This design comes from an exercise in tuning for small area on the open sky130 flow, not from production work. In this exercise RTL edits were held to simulation tests only and were not proved equivalent to the original. No activity file was given, so power comes from the tool's default toggle rates.

## capture_top
module capture_top (
   input  wire             clk_1_8,
   input  wire             rst_i,
   input  capture_pkg::chan_word_t data_a_i,
   input  wire             data_valid_i,
   input  capture_pkg::ctrl_reg_t  ctrl_reg_i,
   input  capture_pkg::trig_vec_t  ext_trig_vector_i,
   input  wire             trigout_i,
   input  wire             trigout_mcu_i,
   input  wire             trigout_oen_mcu_i,
   output capture_pkg::word_t           data_o,
   output logic            data_valid_o,
   output capture_pkg::trig_vec_t       ext_trig_vector_o,
   output logic            trigout_o,
   output logic            trigout_mcu_o,
   output logic            trigout_oen_o
);
For scale: roughly 7,200 cells after synthesis, ~6,300 flip-flops, about 300 I/O pins.
==> flow/config.mk <==
export PLATFORM = sky130hd
export DESIGN_NAME = capture_top
export DESIGN_NICKNAME = capture_top
export VERILOG_FILES = /design/flow/design.v
export SDC_FILE = /design/flow/constraint.sdc
export NUM_CORES = 4
export LEC_CHECK = 0
export CAP_MARGIN = 20
export CORE_MARGIN = 2
export CORE_UTILIZATION = 55
export CTS_BUF_LIST = sky130_fd_sc_hd__clkbuf_16
export CTS_CLUSTER_DIAMETER = 80
export CTS_CLUSTER_SIZE = 28
export PLACE_DENSITY = 0.65
export SLEW_MARGIN = 20
export SYNTH_MEMORY_MAX_BITS = 16384
==> flow/constraint.sdc <==
create_clock -name core_clock -period 8.0 [get_ports {clk_1_8}]
set_input_delay 1.6000 -clock core_clock [delete_from_list [all_inputs] [get_ports {clk_1_8}]]
set_output_delay 1.6000 -clock core_clock [all_outputs]
set_load 0.01 [all_outputs]
standard.sh (not shown) runs the stock make flow with config.mk's settings and CLKGATE_MAP_FILE= SYNTH_SCRIPT=/design/flow/synth_recipe.tcl, a recipe that flattens the netlist after the stock synthesis.
==> flow/flow/run.sh <==
#!/bin/bash
# The standard layout, with the smallest buffer on the ports instead of the
# delay buffer buffer_ports picks by default, and no dummy loads in the clock
# tree. Every other step is unchanged.
set -euo pipefail
export BUFFER_PORTS_ARGS="-buffer_cell sky130_fd_sc_hd__buf_1"
export CTS_ARGS="-sink_clustering_enable -repair_clock_nets -sink_clustering_size 28 -sink_clustering_max_diameter 80 -buf_list sky130_fd_sc_hd__clkbuf_16 -dont_use_dummy_load"
bash standard.sh > standard_flow.log 2>&1
==> next run, changes <==
==> flow/run.sh (new file) <==
#!/bin/bash
# synth_recipe.tcl (not shown) runs the flow's synth.tcl, then flattens the netlist and writes it again
# the make line also repeats each setting of config.mk as NAME=value (left out here)
make -C /OpenROAD-flow-scripts/flow DESIGN_CONFIG=/design/flow/config.mk WORK_HOME=/design/flow/orfs CLKGATE_MAP_FILE= SYNTH_SCRIPT=/design/flow/synth_recipe.tcl finish
removed: flow/flow/run.sh
removed: flow/standard.sh
The new run passed the timing, design-rule and antenna checks.
Total power increases by 1.6%.
Design area increases by 1.2%.
Non-clock buffer count decreases by 4.
Core utilization increases by 0.71 points.
Setup slack loses 0.44 ns.
Count of clock-buffer cells in the layout increases by 11.
Routed wire length decreases by 0.58%.
Final cell count increases by 0.94%.
Area after synthesis is unchanged.
==> next run, changes <==
==> flow/flow/run.sh (new file) <==
#!/bin/bash
# The standard layout, with the smallest buffer on the ports instead of the
# delay buffer buffer_ports picks by default. Every other step is unchanged.
set -euo pipefail
export BUFFER_PORTS_ARGS="-buffer_cell sky130_fd_sc_hd__buf_1"
bash standard.sh > standard_flow.log 2>&1
==> flow/standard.sh (new file) <==
#!/bin/bash
# synth_recipe.tcl (not shown) runs the flow's synth.tcl, then flattens the netlist and writes it again
# the make line also repeats each setting of config.mk as NAME=value (left out here)
make -C /OpenROAD-flow-scripts/flow DESIGN_CONFIG=/design/flow/config.mk WORK_HOME=/design/flow/orfs CLKGATE_MAP_FILE= SYNTH_SCRIPT=/design/flow/synth_recipe.tcl "${@:-finish}"
removed: flow/run.sh
Clock-buffer cell count went up by 1.
Setup slack gets better by 0.48 ns.
Total power stays flat.
Routed wire length rose by 0.49%.

* * *

## job 105
capture_top again, from the RTL that the note above started with.
make LEC_CHECK=0 CAP_MARGIN=20 CORE_MARGIN=2 CORE_UTILIZATION=60 CTS_BUF_LIST=sky130_fd_sc_hd__clkbuf_16 CTS_CLUSTER_DIAMETER=100 CTS_CLUSTER_SIZE=30 PLACE_DENSITY=0.68 SLEW_MARGIN=20 finish   # period 8.0 ns
run.sh (not shown) runs the stock make flow with config.mk's settings and CLKGATE_MAP_FILE= SYNTH_SCRIPT=/design/flow/synth_recipe.tcl, a recipe that flattens the netlist after the stock synthesis.
Stock flow here: none of the scripts above is used.
The flow did not stop early for job 105: all stages ran, and the layout cleared the timing, design-rule and antenna checks.
Setup changes, job 105 to job 103
Settings: a change of CORE_UTILIZATION from 60 to 55; a change of CTS_CLUSTER_SIZE from 30 to 24; an added SYNTH_MEMORY_MAX_BITS of 16384; a change of PLACE_DENSITY from 0.68 to 0.65; a change of CTS_CLUSTER_DIAMETER from 100 to 60.
==> flow/flow/run.sh (new file) <==
#!/bin/bash
# The standard layout, with the smallest buffer on the ports instead of the
# delay buffer buffer_ports picks by default. Every other step is unchanged.
set -euo pipefail
export BUFFER_PORTS_ARGS="-buffer_cell sky130_fd_sc_hd__buf_1"
bash standard.sh > standard_flow.log 2>&1
==> flow/standard.sh (new file) <==
#!/bin/bash
# synth_recipe.tcl (not shown) runs the flow's synth.tcl, then flattens the netlist and writes it again
# the make line also repeats each setting of config.mk as NAME=value (left out here)
make -C /OpenROAD-flow-scripts/flow DESIGN_CONFIG=/design/flow/config.mk WORK_HOME=/design/flow/orfs CLKGATE_MAP_FILE= SYNTH_SCRIPT=/design/flow/synth_recipe.tcl "${@:-finish}"
removed: flow/run.sh
Notes after the runs:
Job 103 finished every step from synthesis to the final layout, and the layout passed the timing, design-rule and antenna checks. Looking at post-route fraction of the period consumed by the critical path, job 103 sits 0.72 points above job 105. Job 105 → job 103: worst hold slack ~0 delta; cell count climbed 722.

-- separate check: timing with driven ports --
Ports are ideal in the flow. The routed layouts listed here were re-timed in OpenROAD. Step 1 (the two cells are an assumption about what drives the block):
set clk [get_ports {clk_1_8}]
set_driving_cell -lib_cell sky130_fd_sc_hd__clkbuf_16 $clk
set_driving_cell -lib_cell sky130_fd_sc_hd__buf_2 [delete_from_list [all_inputs] $clk]
Step 2, shift: input delay + t, output delay - t, t = (earliest + latest rising clock arrival at the registers) / 2. This alone moves slack from input paths to output paths. Slacks: ideal / step 1 / step 2; pairs: ideal / step 1.
run	t, ns	setup WS [ns]	hold slack, ns	worst setup path at the end	worst slew at a driven data input, ns
the first run of note 1	0.987	3.674 / 3.673 / 2.857	0.333 / 0.333 / 0.333	input to register	0.16
the second run of note 1	0.990	3.235 / 3.268 / 2.278	0.334 / 0.334 / 0.334	input to register	0.17
the third run of note 1	1.024	3.713 / 3.713 / 2.892	0.334 / 0.334 / 0.334	input to register	0.15
job 105	1.023	3.738 / 3.795 / 2.771	0.330 / 0.330 / 0.330	input to register	0.13
job 103	1.046	3.680 / 3.680 / 2.854	0.333 / 0.333 / 0.333	input to register	0.16
After both steps setup and hold are still met in every run listed. For job 105, which loses most, drivers alone change the setup slack by +0.057 ns; drivers and shift together by -0.967 ns.
